Source: an optimization exercise on an open RTL-to-GDS flow (aim: small area and a short achievable clock period). Production flows keep margins and buffers that such runs may drop.
Where RTL was checked, it was by simulation tests only, not by an equivalence proof against the original.
Power is estimated from default activity; no workload was simulated.

==> v37: inputs <==
==> flow/design.v <==
package seq_pkg;
  typedef logic [$clog2(8)-1:0] vid_t;
  typedef logic [$clog2(32)-1:0] vreg_t;
  typedef logic [8-1:0] vmask_t;
  typedef enum logic [3:0] {
    VADD,
    VSUB,
    VAND,
    VMUL,
    VMACC,
    VLE,
    VSE
  } op_e;
  typedef enum logic [1:0] {
    UNIT_ALU   = 2'd0,
    UNIT_MUL   = 2'd1,
    UNIT_LOAD  = 2'd2,
    UNIT_STORE = 2'd3
  } unit_e;
  typedef enum logic {
    IDLE,
    WAIT
  } seq_state_e;
  typedef struct packed {
    op_e   op;
    vreg_t vd;
    vreg_t vs1;
    vreg_t vs2;
    logic  use_vd;
    logic  use_vs1;
    logic  use_vs2;
    logic  vm;
  } seq_req_t;
  typedef struct packed {
    vid_t   id;
    op_e    op;
    unit_e  unit;
    vreg_t  vd;
    vreg_t  vs1;
    vreg_t  vs2;
    logic   vm;
    vmask_t hazard;
  } unit_req_t;
  typedef struct packed {
    logic error;
  } seq_resp_t;
  typedef struct packed {
    vmask_t store;
    vmask_t load;
    vmask_t mul;
    vmask_t alu;
  } unit_done_t;
  function automatic unit_e unit_of(op_e op);
    case (op)
      4'd3, 4'd4: unit_of = unit_e'(2'd1);
      4'd5:       unit_of = unit_e'(2'd2);
      4'd6:       unit_of = unit_e'(2'd3);
      default:    unit_of = unit_e'(2'd0);
    endcase
  endfunction
endpackage
module vector_sequencer (
  input  logic                clk_i,
  input  logic                rst_ni,
  input  logic [22:0]         req_i,
  input  logic                req_valid_i,
  output logic                req_ready_o,
  output logic                resp_o,
  output logic                resp_valid_o,
  output logic                idle_o,
  output logic [32:0]         unit_req_o,
  output logic                unit_req_valid_o,
  input  logic                unit_req_ready_i,
  input  logic [31:0]         unit_done_i,
  input  logic                addrgen_ack_i,
  input  logic                addrgen_error_i
);
  localparam int N = 8;
  logic [3:0] op;
  logic [4:0] vd, vs1, vs2;
  logic       use_vd, use_vs1, use_vs2, vm;
  assign op      = req_i[22:19];
  assign vd      = req_i[18:14];
  assign vs1     = req_i[13:9];
  assign vs2     = req_i[8:4];
  assign use_vd  = req_i[3];
  assign use_vs1 = req_i[2];
  assign use_vs2 = req_i[1];
  assign vm      = req_i[0];
  function automatic logic [1:0] unit_of(logic [2:0] o);
    unit_of[1] = o[2] & (o[1] | o[0]);
    unit_of[0] = (~o[2] & o[1] & o[0]) | (o[2] & ~o[0]);
  endfunction
  logic [1:0] unit;
  logic       is_mem;
  assign unit   = unit_of(op[2:0]);
  assign is_mem = unit[1];
  logic [N-1:0] running_q;
  logic [N-1:0] done_any;
  logic [N-1:0] free_oh;
  logic [2:0]   next_id;
  assign done_any = unit_done_i[7:0] | unit_done_i[15:8] |
                    unit_done_i[23:16] | unit_done_i[31:24];
  always_comb begin
    for (int i = 0; i < N; i++) begin
      free_oh[i] = ~running_q[i];
      for (int j = 0; j < i; j++) free_oh[i] = free_oh[i] & running_q[j];
    end
  end
  assign next_id[0] = free_oh[1] | free_oh[3] | free_oh[5] | free_oh[7];
  assign next_id[1] = free_oh[2] | free_oh[3] | free_oh[6] | free_oh[7];
  assign next_id[2] = free_oh[4] | free_oh[5] | free_oh[6] | free_oh[7];
  logic [3:0] th0_q, th1_q, th0_d, th1_d;
  logic [1:0] th2_q, th3_q, th2_d, th3_d;
  logic [3:0] up, down;
  assign down[0] = |unit_done_i[7:0];
  assign down[1] = |unit_done_i[15:8];
  assign down[2] = |unit_done_i[23:16];
  assign down[3] = |unit_done_i[31:24];
  function automatic logic [3:0] th4_next(logic [3:0] t, logic u, logic d);
    th4_next = (u & ~d) ? {t[2:0], 1'b1} : (d & ~u) ? {1'b0, t[3:1]} : t;
  endfunction
  function automatic logic [1:0] th2_next(logic [1:0] t, logic u, logic d);
    th2_next = (u & ~d) ? {t[0], 1'b1} : (d & ~u) ? {1'b0, t[1]} : t;
  endfunction
  assign th0_d = th4_next(th0_q, up[0], down[0]);
  assign th1_d = th4_next(th1_q, up[1], down[1]);
  assign th2_d = th2_next(th2_q, up[2], down[2]);
  assign th3_d = th2_next(th3_q, up[3], down[3]);
  logic [3:0]   ok_q, ok_d;
  logic         wait_q, wait_d;
  logic [N-1:0] running_d;
  logic         full_d;
  logic         held;
  logic         issue;
  logic         is_alu, is_mul;
  assign held  = unit_req_valid_o & ~unit_req_ready_i;
  assign issue = req_valid_i & ~held & ok_q[unit];
  assign up    = {4{issue}} & (4'b0001 << unit);
  assign is_alu = ~op[2] & ~(op[1] & op[0]);
  assign is_mul = (~op[2] & op[1] & op[0]) | (op[2] & ~op[1] & ~op[0]);
  assign req_ready_o  = (wait_q & addrgen_ack_i) |
                        (~held & (req_valid_i ? ((is_alu & ok_q[0]) | (is_mul & ok_q[1]))
                                              : ~wait_q));
  assign resp_valid_o = wait_q & addrgen_ack_i;
  assign resp_o       = addrgen_error_i;
  assign running_d = (running_q & ~done_any) | ({N{issue}} & free_oh);
  assign full_d    = &running_d;
  assign wait_d    = wait_q ? ~addrgen_ack_i : (issue & is_mem);
  assign ok_d      = {4{~wait_d & ~full_d}} & ~{th3_d[1], th2_d[1], th1_d[3], th0_d[3]};
  always_ff @(posedge clk_i or negedge rst_ni) begin
    if (!rst_ni) begin
      running_q        <= '0;
      idle_o           <= 1'b1;
      wait_q           <= 1'b0;
      unit_req_valid_o <= 1'b0;
      ok_q             <= '1;
      th0_q            <= '0;
      th1_q            <= '0;
      th2_q            <= '0;
      th3_q            <= '0;
    end else begin
      running_q        <= running_d;
      idle_o           <= ~issue & ~|(running_q & ~done_any);
      wait_q           <= wait_d;
      unit_req_valid_o <= issue | held;
      ok_q             <= ok_d;
      th0_q            <= th0_d;
      th1_q            <= th1_d;
      th2_q            <= th2_d;
      th3_q            <= th3_d;
    end
  end
  logic [N-1:0][4:0] wreg_q, rreg1_q, rreg2_q;
  logic [N-1:0]      wflag_q, rflag1_q, rflag2_q, rflag0_q;
  logic [N-1:0]      hazard;
  logic vs1_z, vs2_z, vd_z, rd_v0;
  assign vs1_z = (vs1 == 5'd0);
  assign vs2_z = (vs2 == 5'd0);
  assign vd_z  = (vd == 5'd0);
  assign rd_v0 = (use_vs1 & vs1_z) | (use_vs2 & vs2_z) | ~vm;
  for (genvar i = 0; i < N; i++) begin : gen_id
    logic w_vs1, w_vs2, w_vd, w_z;
    logic r1_vs1, r1_vs2, r1_vd, r1_z;
    logic r2_vs1, r2_vs2, r2_vd, r2_z;
    logic w_hit, r_hit;
    logic w_kill, r1_kill, r2_kill, r0_kill;
    assign w_vs1  = (wreg_q[i] == vs1);
    assign w_vs2  = (wreg_q[i] == vs2);
    assign w_vd   = (wreg_q[i] == vd);
    assign w_z    = (wreg_q[i] == 5'd0);
    assign r1_vs1 = (rreg1_q[i] == vs1);
    assign r1_vs2 = (rreg1_q[i] == vs2);
    assign r1_vd  = (rreg1_q[i] == vd);
    assign r1_z   = (rreg1_q[i] == 5'd0);
    assign r2_vs1 = (rreg2_q[i] == vs1);
    assign r2_vs2 = (rreg2_q[i] == vs2);
    assign r2_vd  = (rreg2_q[i] == vd);
    assign r2_z   = (rreg2_q[i] == 5'd0);
    assign w_hit = wflag_q[i] & ((use_vs1 & w_vs1) | (use_vs2 & w_vs2) |
                                 (~vm & w_z) | (use_vd & w_vd));
    assign r_hit = use_vd & ((rflag1_q[i] & r1_vd) | (rflag2_q[i] & r2_vd) |
                             (rflag0_q[i] & vd_z));
    assign hazard[i] = running_q[i] & (w_hit | r_hit);
    assign w_kill  = issue & use_vd & w_vd;
    assign r1_kill = issue & ((use_vs1 & r1_vs1) | (use_vs2 & r1_vs2) | (~vm & r1_z));
    assign r2_kill = issue & ((use_vs1 & r2_vs1) | (use_vs2 & r2_vs2) | (~vm & r2_z));
    assign r0_kill = issue & rd_v0;
    always_ff @(posedge clk_i) begin
      if (!running_q[i]) begin
        wreg_q[i]   <= vd;
        rreg1_q[i]  <= vs1;
        rreg2_q[i]  <= vs2;
        wflag_q[i]  <= use_vd;
        rflag1_q[i] <= use_vs1;
        rflag2_q[i] <= use_vs2;
        rflag0_q[i] <= ~vm;
      end else begin
        wflag_q[i]  <= wflag_q[i] & ~w_kill;
        rflag1_q[i] <= rflag1_q[i] & ~r1_kill;
        rflag2_q[i] <= rflag2_q[i] & ~r2_kill;
        rflag0_q[i] <= rflag0_q[i] & ~r0_kill;
      end
    end
  end
  logic [2:0]  id_q;
  logic [2:0]  op_q;
  logic [1:0]  unit_q;
  logic [15:0] regs_q;
  logic [7:0]  hazard_q;
  always_ff @(posedge clk_i) begin
    if (!held) begin
      id_q     <= next_id;
      op_q     <= op[2:0];
      unit_q   <= unit;
      regs_q   <= {vd, vs1, vs2, vm};
      hazard_q <= hazard;
    end
  end
  assign unit_req_o = {id_q, 1'b0, op_q, unit_q, regs_q, hazard_q};
endmodule
==> flow/run.sh <==
#!/bin/bash
# synth_recipe.tcl (not shown) runs the flow's synth.tcl, then flattens the netlist and writes it again
# the make line also repeats each setting of config.mk as NAME=value (left out here)
make -C /OpenROAD-flow-scripts/flow DESIGN_CONFIG=/design/flow/config.mk WORK_HOME=/design/flow/orfs CLKGATE_MAP_FILE= SYNTH_SCRIPT=/design/flow/synth_recipe.tcl finish
==> flow/config.mk <==
export PLATFORM = sky130hd
export DESIGN_NAME = vector_sequencer
export DESIGN_NICKNAME = vector_sequencer
export VERILOG_FILES = /design/flow/design.v
export SDC_FILE = /design/flow/constraint.sdc
export NUM_CORES = 4
export LEC_CHECK = 0
export CAP_MARGIN = 20
export CORE_MARGIN = 2
export CORE_UTILIZATION = 65
export CTS_CLUSTER_DIAMETER = 300
export CTS_CLUSTER_SIZE = 25
export SETUP_SLACK_MARGIN = 2.5
export SLEW_MARGIN = 20
==> flow/constraint.sdc <==
create_clock -name core_clock -period 5.0 [get_ports {clk_i}]
set_input_delay 1.0000 -clock core_clock [delete_from_list [all_inputs] [get_ports {clk_i}]]
set_output_delay 1.0000 -clock core_clock [all_outputs]
set_load 0.01 [all_outputs]
==> v33 (differences from v37) <==
==> flow/design.v, changed modules only <==
module vector_sequencer (
  input  logic                clk_i,
  input  logic                rst_ni,
  input  logic [22:0]         req_i,
  input  logic                req_valid_i,
  output logic                req_ready_o,
  output logic                resp_o,
  output logic                resp_valid_o,
  output logic                idle_o,
  output logic [32:0]         unit_req_o,
  output logic                unit_req_valid_o,
  input  logic                unit_req_ready_i,
  input  logic [31:0]         unit_done_i,
  input  logic                addrgen_ack_i,
  input  logic                addrgen_error_i
);
  localparam int N = 8;
  logic [3:0] op;
  logic [4:0] vd, vs1, vs2;
  logic       use_vd, use_vs1, use_vs2, vm;
  assign op      = req_i[22:19];
  assign vd      = req_i[18:14];
  assign vs1     = req_i[13:9];
  assign vs2     = req_i[8:4];
  assign use_vd  = req_i[3];
  assign use_vs1 = req_i[2];
  assign use_vs2 = req_i[1];
  assign vm      = req_i[0];
  function automatic logic [1:0] unit_of(logic [2:0] o);
    unit_of[1] = o[2] & (o[1] | o[0]);
    unit_of[0] = (~o[2] & o[1] & o[0]) | (o[2] & ~o[0]);
  endfunction
  logic [1:0] unit;
  logic       is_mem;
  assign unit   = unit_of(op[2:0]);
  assign is_mem = unit[1];
  logic [N-1:0] running_q;
  logic [N-1:0] done_any;
  logic [N-1:0] free_oh;
  logic [2:0]   next_id;
  logic         full;
  assign done_any = unit_done_i[7:0] | unit_done_i[15:8] |
                    unit_done_i[23:16] | unit_done_i[31:24];
  always_comb begin
    for (int i = 0; i < N; i++) begin
      free_oh[i] = ~running_q[i];
      for (int j = 0; j < i; j++) free_oh[i] = free_oh[i] & running_q[j];
    end
  end
  assign next_id[0] = free_oh[1] | free_oh[3] | free_oh[5] | free_oh[7];
  assign next_id[1] = free_oh[2] | free_oh[3] | free_oh[6] | free_oh[7];
  assign next_id[2] = free_oh[4] | free_oh[5] | free_oh[6] | free_oh[7];
  assign full       = &running_q;
  logic [2:0] cnt0_q, cnt1_q;
  logic [1:0] cnt2_q, cnt3_q;
  logic [3:0] unit_ready;
  logic [3:0] down;
  assign unit_ready = {~cnt3_q[1], ~cnt2_q[1], ~cnt1_q[2], ~cnt0_q[2]};
  assign down[0] = |unit_done_i[7:0];
  assign down[1] = |unit_done_i[15:8];
  assign down[2] = |unit_done_i[23:16];
  assign down[3] = |unit_done_i[31:24];
  logic wait_q;
  logic held;
  logic issue;
  logic [3:0] up;
  assign held  = unit_req_valid_o & ~unit_req_ready_i;
  assign issue = ~wait_q & req_valid_i & ~held & ~full & unit_ready[unit];
  assign up    = {4{issue}} & (4'b0001 << unit);
  logic ok_alu, ok_mul, ok_op;
  assign ok_alu = ~wait_q & ~full & unit_ready[0];
  assign ok_mul = ~wait_q & ~full & unit_ready[1];
  assign ok_op  = op[2] ? (~op[1] & ~op[0] & ok_mul)
                        : ((op[1] & op[0]) ? ok_mul : ok_alu);
  assign req_ready_o  = (wait_q & addrgen_ack_i) |
                        (~held & (req_valid_i ? ok_op : ~wait_q));
  assign resp_valid_o = wait_q & addrgen_ack_i;
  assign resp_o       = addrgen_error_i;
  always_ff @(posedge clk_i or negedge rst_ni) begin
    if (!rst_ni) begin
      running_q        <= '0;
      idle_o           <= 1'b1;
      wait_q           <= 1'b0;
      unit_req_valid_o <= 1'b0;
      cnt0_q           <= '0;
      cnt1_q           <= '0;
      cnt2_q           <= '0;
      cnt3_q           <= '0;
    end else begin
      running_q        <= (running_q & ~done_any) | ({N{issue}} & free_oh);
      idle_o           <= ~issue & ~|(running_q & ~done_any);
      wait_q           <= wait_q ? ~addrgen_ack_i : (issue & is_mem);
      unit_req_valid_o <= issue | held;
      if (up[0] != down[0]) cnt0_q <= up[0] ? cnt0_q + 3'd1 : cnt0_q - 3'd1;
      if (up[1] != down[1]) cnt1_q <= up[1] ? cnt1_q + 3'd1 : cnt1_q - 3'd1;
      if (up[2] != down[2]) cnt2_q <= up[2] ? cnt2_q + 2'd1 : cnt2_q - 2'd1;
      if (up[3] != down[3]) cnt3_q <= up[3] ? cnt3_q + 2'd1 : cnt3_q - 2'd1;
    end
  end
  logic [N-1:0][4:0] wreg_q, rreg1_q, rreg2_q;
  logic [N-1:0]      wflag_q, rflag1_q, rflag2_q, rflag0_q;
  logic [N-1:0]      hazard;
  logic vs1_z, vs2_z, vd_z, rd_v0;
  assign vs1_z = (vs1 == 5'd0);
  assign vs2_z = (vs2 == 5'd0);
  assign vd_z  = (vd == 5'd0);
  assign rd_v0 = (use_vs1 & vs1_z) | (use_vs2 & vs2_z) | ~vm;
  for (genvar i = 0; i < N; i++) begin : gen_id
    logic w_vs1, w_vs2, w_vd, w_z;
    logic r1_vs1, r1_vs2, r1_vd, r1_z;
    logic r2_vs1, r2_vs2, r2_vd, r2_z;
    logic w_hit, r_hit;
    logic w_kill, r1_kill, r2_kill, r0_kill;
    assign w_vs1  = (wreg_q[i] == vs1);
    assign w_vs2  = (wreg_q[i] == vs2);
    assign w_vd   = (wreg_q[i] == vd);
    assign w_z    = (wreg_q[i] == 5'd0);
    assign r1_vs1 = (rreg1_q[i] == vs1);
    assign r1_vs2 = (rreg1_q[i] == vs2);
    assign r1_vd  = (rreg1_q[i] == vd);
    assign r1_z   = (rreg1_q[i] == 5'd0);
    assign r2_vs1 = (rreg2_q[i] == vs1);
    assign r2_vs2 = (rreg2_q[i] == vs2);
    assign r2_vd  = (rreg2_q[i] == vd);
    assign r2_z   = (rreg2_q[i] == 5'd0);
    assign w_hit = wflag_q[i] & ((use_vs1 & w_vs1) | (use_vs2 & w_vs2) |
                                 (~vm & w_z) | (use_vd & w_vd));
    assign r_hit = use_vd & ((rflag1_q[i] & r1_vd) | (rflag2_q[i] & r2_vd) |
                             (rflag0_q[i] & vd_z));
    assign hazard[i] = running_q[i] & (w_hit | r_hit);
    assign w_kill  = issue & use_vd & w_vd;
    assign r1_kill = issue & ((use_vs1 & r1_vs1) | (use_vs2 & r1_vs2) | (~vm & r1_z));
    assign r2_kill = issue & ((use_vs1 & r2_vs1) | (use_vs2 & r2_vs2) | (~vm & r2_z));
    assign r0_kill = issue & rd_v0;
    always_ff @(posedge clk_i) begin
      if (!running_q[i]) begin
        wreg_q[i]   <= vd;
        rreg1_q[i]  <= vs1;
        rreg2_q[i]  <= vs2;
        wflag_q[i]  <= use_vd;
        rflag1_q[i] <= use_vs1;
        rflag2_q[i] <= use_vs2;
        rflag0_q[i] <= ~vm;
      end else begin
        wflag_q[i]  <= wflag_q[i] & ~w_kill;
        rflag1_q[i] <= rflag1_q[i] & ~r1_kill;
        rflag2_q[i] <= rflag2_q[i] & ~r2_kill;
        rflag0_q[i] <= rflag0_q[i] & ~r0_kill;
      end
    end
  end
  logic [2:0]  id_q;
  logic [2:0]  op_q;
  logic [1:0]  unit_q;
  logic [15:0] regs_q;
  logic [7:0]  hazard_q;
  always_ff @(posedge clk_i) begin
    if (!held) begin
      id_q     <= next_id;
      op_q     <= op[2:0];
      unit_q   <= unit;
      regs_q   <= {vd, vs1, vs2, vm};
      hazard_q <= hazard;
    end
  end
  assign unit_req_o = {id_q, 1'b0, op_q, unit_q, regs_q, hazard_q};
endmodule
- CORE_UTILIZATION: 65 -> 40
- CTS_CLUSTER_DIAMETER: 300 -> unset
- CTS_CLUSTER_SIZE: 25 -> unset
- SETUP_SLACK_MARGIN: 2.5 -> 3.5
==> v31 (differences from v37) <==
==> flow/design.v, changed modules only <==
module vector_sequencer (
  input  logic                clk_i,
  input  logic                rst_ni,
  input  logic [22:0]         req_i,
  input  logic                req_valid_i,
  output logic                req_ready_o,
  output logic                resp_o,
  output logic                resp_valid_o,
  output logic                idle_o,
  output logic [32:0]         unit_req_o,
  output logic                unit_req_valid_o,
  input  logic                unit_req_ready_i,
  input  logic [31:0]         unit_done_i,
  input  logic                addrgen_ack_i,
  input  logic                addrgen_error_i
);
  localparam int N = 8;
  logic [3:0] op;
  logic [4:0] vd, vs1, vs2;
  logic       use_vd, use_vs1, use_vs2, vm;
  assign op      = req_i[22:19];
  assign vd      = req_i[18:14];
  assign vs1     = req_i[13:9];
  assign vs2     = req_i[8:4];
  assign use_vd  = req_i[3];
  assign use_vs1 = req_i[2];
  assign use_vs2 = req_i[1];
  assign vm      = req_i[0];
  function automatic logic [1:0] unit_of(logic [2:0] o);
    unit_of[1] = o[2] & (o[1] | o[0]);
    unit_of[0] = (~o[2] & o[1] & o[0]) | (o[2] & ~o[0]);
  endfunction
  logic [1:0] unit;
  logic       is_mem;
  assign unit   = unit_of(op[2:0]);
  assign is_mem = unit[1];
  logic [N-1:0] running_q;
  logic [N-1:0] done_any;
  logic [N-1:0] free_oh;
  logic [2:0]   next_id;
  logic         full;
  assign done_any = unit_done_i[7:0] | unit_done_i[15:8] |
                    unit_done_i[23:16] | unit_done_i[31:24];
  always_comb begin
    for (int i = 0; i < N; i++) begin
      free_oh[i] = ~running_q[i];
      for (int j = 0; j < i; j++) free_oh[i] = free_oh[i] & running_q[j];
    end
  end
  assign next_id[0] = free_oh[1] | free_oh[3] | free_oh[5] | free_oh[7];
  assign next_id[1] = free_oh[2] | free_oh[3] | free_oh[6] | free_oh[7];
  assign next_id[2] = free_oh[4] | free_oh[5] | free_oh[6] | free_oh[7];
  assign full       = &running_q;
  logic [2:0] cnt0_q, cnt1_q;
  logic [1:0] cnt2_q, cnt3_q;
  logic [3:0] unit_ready;
  logic [3:0] down;
  assign unit_ready = {~cnt3_q[1], ~cnt2_q[1], ~cnt1_q[2], ~cnt0_q[2]};
  assign down[0] = |unit_done_i[7:0];
  assign down[1] = |unit_done_i[15:8];
  assign down[2] = |unit_done_i[23:16];
  assign down[3] = |unit_done_i[31:24];
  logic wait_q;
  logic held;
  logic issue;
  logic [3:0] up;
  assign held  = unit_req_valid_o & ~unit_req_ready_i;
  assign issue = ~wait_q & req_valid_i & ~held & ~full & unit_ready[unit];
  assign up    = {4{issue}} & (4'b0001 << unit);
  logic ok_alu, ok_mul, ok_op;
  assign ok_alu = ~wait_q & ~full & unit_ready[0];
  assign ok_mul = ~wait_q & ~full & unit_ready[1];
  assign ok_op  = op[2] ? (~op[1] & ~op[0] & ok_mul)
                        : ((op[1] & op[0]) ? ok_mul : ok_alu);
  assign req_ready_o  = (wait_q & addrgen_ack_i) |
                        (~held & (req_valid_i ? ok_op : ~wait_q));
  assign resp_valid_o = wait_q & addrgen_ack_i;
  assign resp_o       = addrgen_error_i;
  always_ff @(posedge clk_i or negedge rst_ni) begin
    if (!rst_ni) begin
      running_q        <= '0;
      idle_o           <= 1'b1;
      wait_q           <= 1'b0;
      unit_req_valid_o <= 1'b0;
      cnt0_q           <= '0;
      cnt1_q           <= '0;
      cnt2_q           <= '0;
      cnt3_q           <= '0;
    end else begin
      running_q        <= (running_q & ~done_any) | ({N{issue}} & free_oh);
      idle_o           <= ~issue & ~|(running_q & ~done_any);
      wait_q           <= wait_q ? ~addrgen_ack_i : (issue & is_mem);
      unit_req_valid_o <= issue | held;
      if (up[0] != down[0]) cnt0_q <= up[0] ? cnt0_q + 3'd1 : cnt0_q - 3'd1;
      if (up[1] != down[1]) cnt1_q <= up[1] ? cnt1_q + 3'd1 : cnt1_q - 3'd1;
      if (up[2] != down[2]) cnt2_q <= up[2] ? cnt2_q + 2'd1 : cnt2_q - 2'd1;
      if (up[3] != down[3]) cnt3_q <= up[3] ? cnt3_q + 2'd1 : cnt3_q - 2'd1;
    end
  end
  logic [N-1:0][4:0] wreg_q, rreg1_q, rreg2_q;
  logic [N-1:0]      wflag_q, rflag1_q, rflag2_q, rflag0_q;
  logic [N-1:0]      hazard;
  logic vs1_z, vs2_z, vd_z, rd_v0;
  assign vs1_z = (vs1 == 5'd0);
  assign vs2_z = (vs2 == 5'd0);
  assign vd_z  = (vd == 5'd0);
  assign rd_v0 = (use_vs1 & vs1_z) | (use_vs2 & vs2_z) | ~vm;
  for (genvar i = 0; i < N; i++) begin : gen_id
    logic w_vs1, w_vs2, w_vd, w_z;
    logic r1_vs1, r1_vs2, r1_vd, r1_z;
    logic r2_vs1, r2_vs2, r2_vd, r2_z;
    logic w_hit, r_hit;
    logic w_kill, r1_kill, r2_kill, r0_kill;
    assign w_vs1  = (wreg_q[i] == vs1);
    assign w_vs2  = (wreg_q[i] == vs2);
    assign w_vd   = (wreg_q[i] == vd);
    assign w_z    = (wreg_q[i] == 5'd0);
    assign r1_vs1 = (rreg1_q[i] == vs1);
    assign r1_vs2 = (rreg1_q[i] == vs2);
    assign r1_vd  = (rreg1_q[i] == vd);
    assign r1_z   = (rreg1_q[i] == 5'd0);
    assign r2_vs1 = (rreg2_q[i] == vs1);
    assign r2_vs2 = (rreg2_q[i] == vs2);
    assign r2_vd  = (rreg2_q[i] == vd);
    assign r2_z   = (rreg2_q[i] == 5'd0);
    assign w_hit = wflag_q[i] & ((use_vs1 & w_vs1) | (use_vs2 & w_vs2) |
                                 (~vm & w_z) | (use_vd & w_vd));
    assign r_hit = use_vd & ((rflag1_q[i] & r1_vd) | (rflag2_q[i] & r2_vd) |
                             (rflag0_q[i] & vd_z));
    assign hazard[i] = running_q[i] & (w_hit | r_hit);
    assign w_kill  = issue & use_vd & w_vd;
    assign r1_kill = issue & ((use_vs1 & r1_vs1) | (use_vs2 & r1_vs2) | (~vm & r1_z));
    assign r2_kill = issue & ((use_vs1 & r2_vs1) | (use_vs2 & r2_vs2) | (~vm & r2_z));
    assign r0_kill = issue & rd_v0;
    always_ff @(posedge clk_i) begin
      if (!running_q[i]) begin
        wreg_q[i]   <= vd;
        rreg1_q[i]  <= vs1;
        rreg2_q[i]  <= vs2;
        wflag_q[i]  <= use_vd;
        rflag1_q[i] <= use_vs1;
        rflag2_q[i] <= use_vs2;
        rflag0_q[i] <= ~vm;
      end else begin
        wflag_q[i]  <= wflag_q[i] & ~w_kill;
        rflag1_q[i] <= rflag1_q[i] & ~r1_kill;
        rflag2_q[i] <= rflag2_q[i] & ~r2_kill;
        rflag0_q[i] <= rflag0_q[i] & ~r0_kill;
      end
    end
  end
  logic [2:0]  id_q;
  logic [2:0]  op_q;
  logic [1:0]  unit_q;
  logic [15:0] regs_q;
  logic [7:0]  hazard_q;
  always_ff @(posedge clk_i) begin
    if (!held) begin
      id_q     <= next_id;
      op_q     <= op[2:0];
      unit_q   <= unit;
      regs_q   <= {vd, vs1, vs2, vm};
      hazard_q <= hazard;
    end
  end
  assign unit_req_o = {id_q, 1'b0, op_q, unit_q, regs_q, hazard_q};
endmodule
==> comparison table <==
Result of the run: v37 timing/DRC/antenna clean; v33 timing/DRC/antenna clean; v31 timing/DRC/antenna clean
# nets final: v37 1251; v33 1276; v31 1204
Via count of the first global-routing pass: v37 9080; v33 9158; v31 8890
Net load switching power: v37 1.08 mW; v33 1.57 mW; v31 1.29 mW
Hold path start: v37 rflag0_q[0]$_DFF_P_; v33 -; v31 rflag0_q[0]$_DFF_P_
Distinct cell type count after synthesis: v37 55; v33 58; v31 58
Critical path start-end classification: v37 in2out; v33 reg2out; v31 in2out
Met3 track demand over resource in global routing: v37 3.75%; v33 2.77%; v31 4.30%
First-pass GRT wire length: v37 50.9 mm; v33 55.0 mm; v31 49.4 mm
Placement Setup Slack: v37 0.842 ns; v33 1.01 ns; v31 1.03 ns
Post-synth net total: v37 1178; v33 1121; v31 1121
Met3 wire len: v37 2.81 mm; v33 1.90 mm; v31 2.66 mm
Critical path data arrival time: v37 2.00 ns; v33 1.90 ns; v31 1.86 ns
Aggregate global-route resource usage: v37 33.0%; v33 22.9%; v31 32.2%
Critical path launch point: v37 unit_req_ready_i; v33 running_q[4]$_DFF_PN0_; v31 req_i[20]
Combined area of the multi-input logic cells: v37 6040 µm²; v33 6330 µm²; v31 5980 µm²
Internal Pwr Total: v37 2.82 mW; v33 3.84 mW; v31 3.06 mW
P_seq: v37 2.13 mW; v33 2.28 mW; v31 2.27 mW
Max Clock Freq: v37 333 MHz; v33 344 MHz; v31 349 MHz
Hold Path Stages: v37 2; v33 -; v31 2
Clock buffer instance count of the final layout: v37 19; v33 38; v31 18
Post-route setup slack: v37 2.00 ns; v33 2.10 ns; v31 2.14 ns
Final std cells w/o fill: v37 1422; v33 1623; v31 1375
No functional check of the RTL was part of v37.

[separate check: timing with driven ports]
Ports are ideal in the flow. The routed layouts listed here were re-timed in OpenROAD.
Step 1 (the two cells are an assumption about what drives the block):
set clk [get_ports {clk_i}]
set_driving_cell -lib_cell sky130_fd_sc_hd__clkbuf_16 $clk
set_driving_cell -lib_cell sky130_fd_sc_hd__buf_2 [delete_from_list [all_inputs] $clk]
Step 2 adds t to the input delays and takes it off the output delays; t is the mean of the earliest and latest rising clock arrival at the registers after step 1. Input paths then give back, and output paths get back, about the clock's delay inside the block.
Slacks: ideal ports / drivers / drivers and shift; pairs: ideal ports / drivers.
run | t, ns | setup slack, ns | hold WS [ns] | cell pins on the clock port's net
v37 | 0.515 | 1.996 / 1.953 / 1.744 | 0.474 / 0.474 / 0.474 | 1
v33 | 0.571 | 2.096 / 2.050 / 1.885 | 0.437 / 0.419 / 0.484 | 1
v31 | 0.508 | 2.136 / 2.076 / 1.859 | 0.479 / 0.479 / 0.479 | 1
After both steps setup and hold are still met in every run listed. The setup slack of v31, which loses most, moves by -0.060 ns with the drivers and by -0.277 ns with both steps.
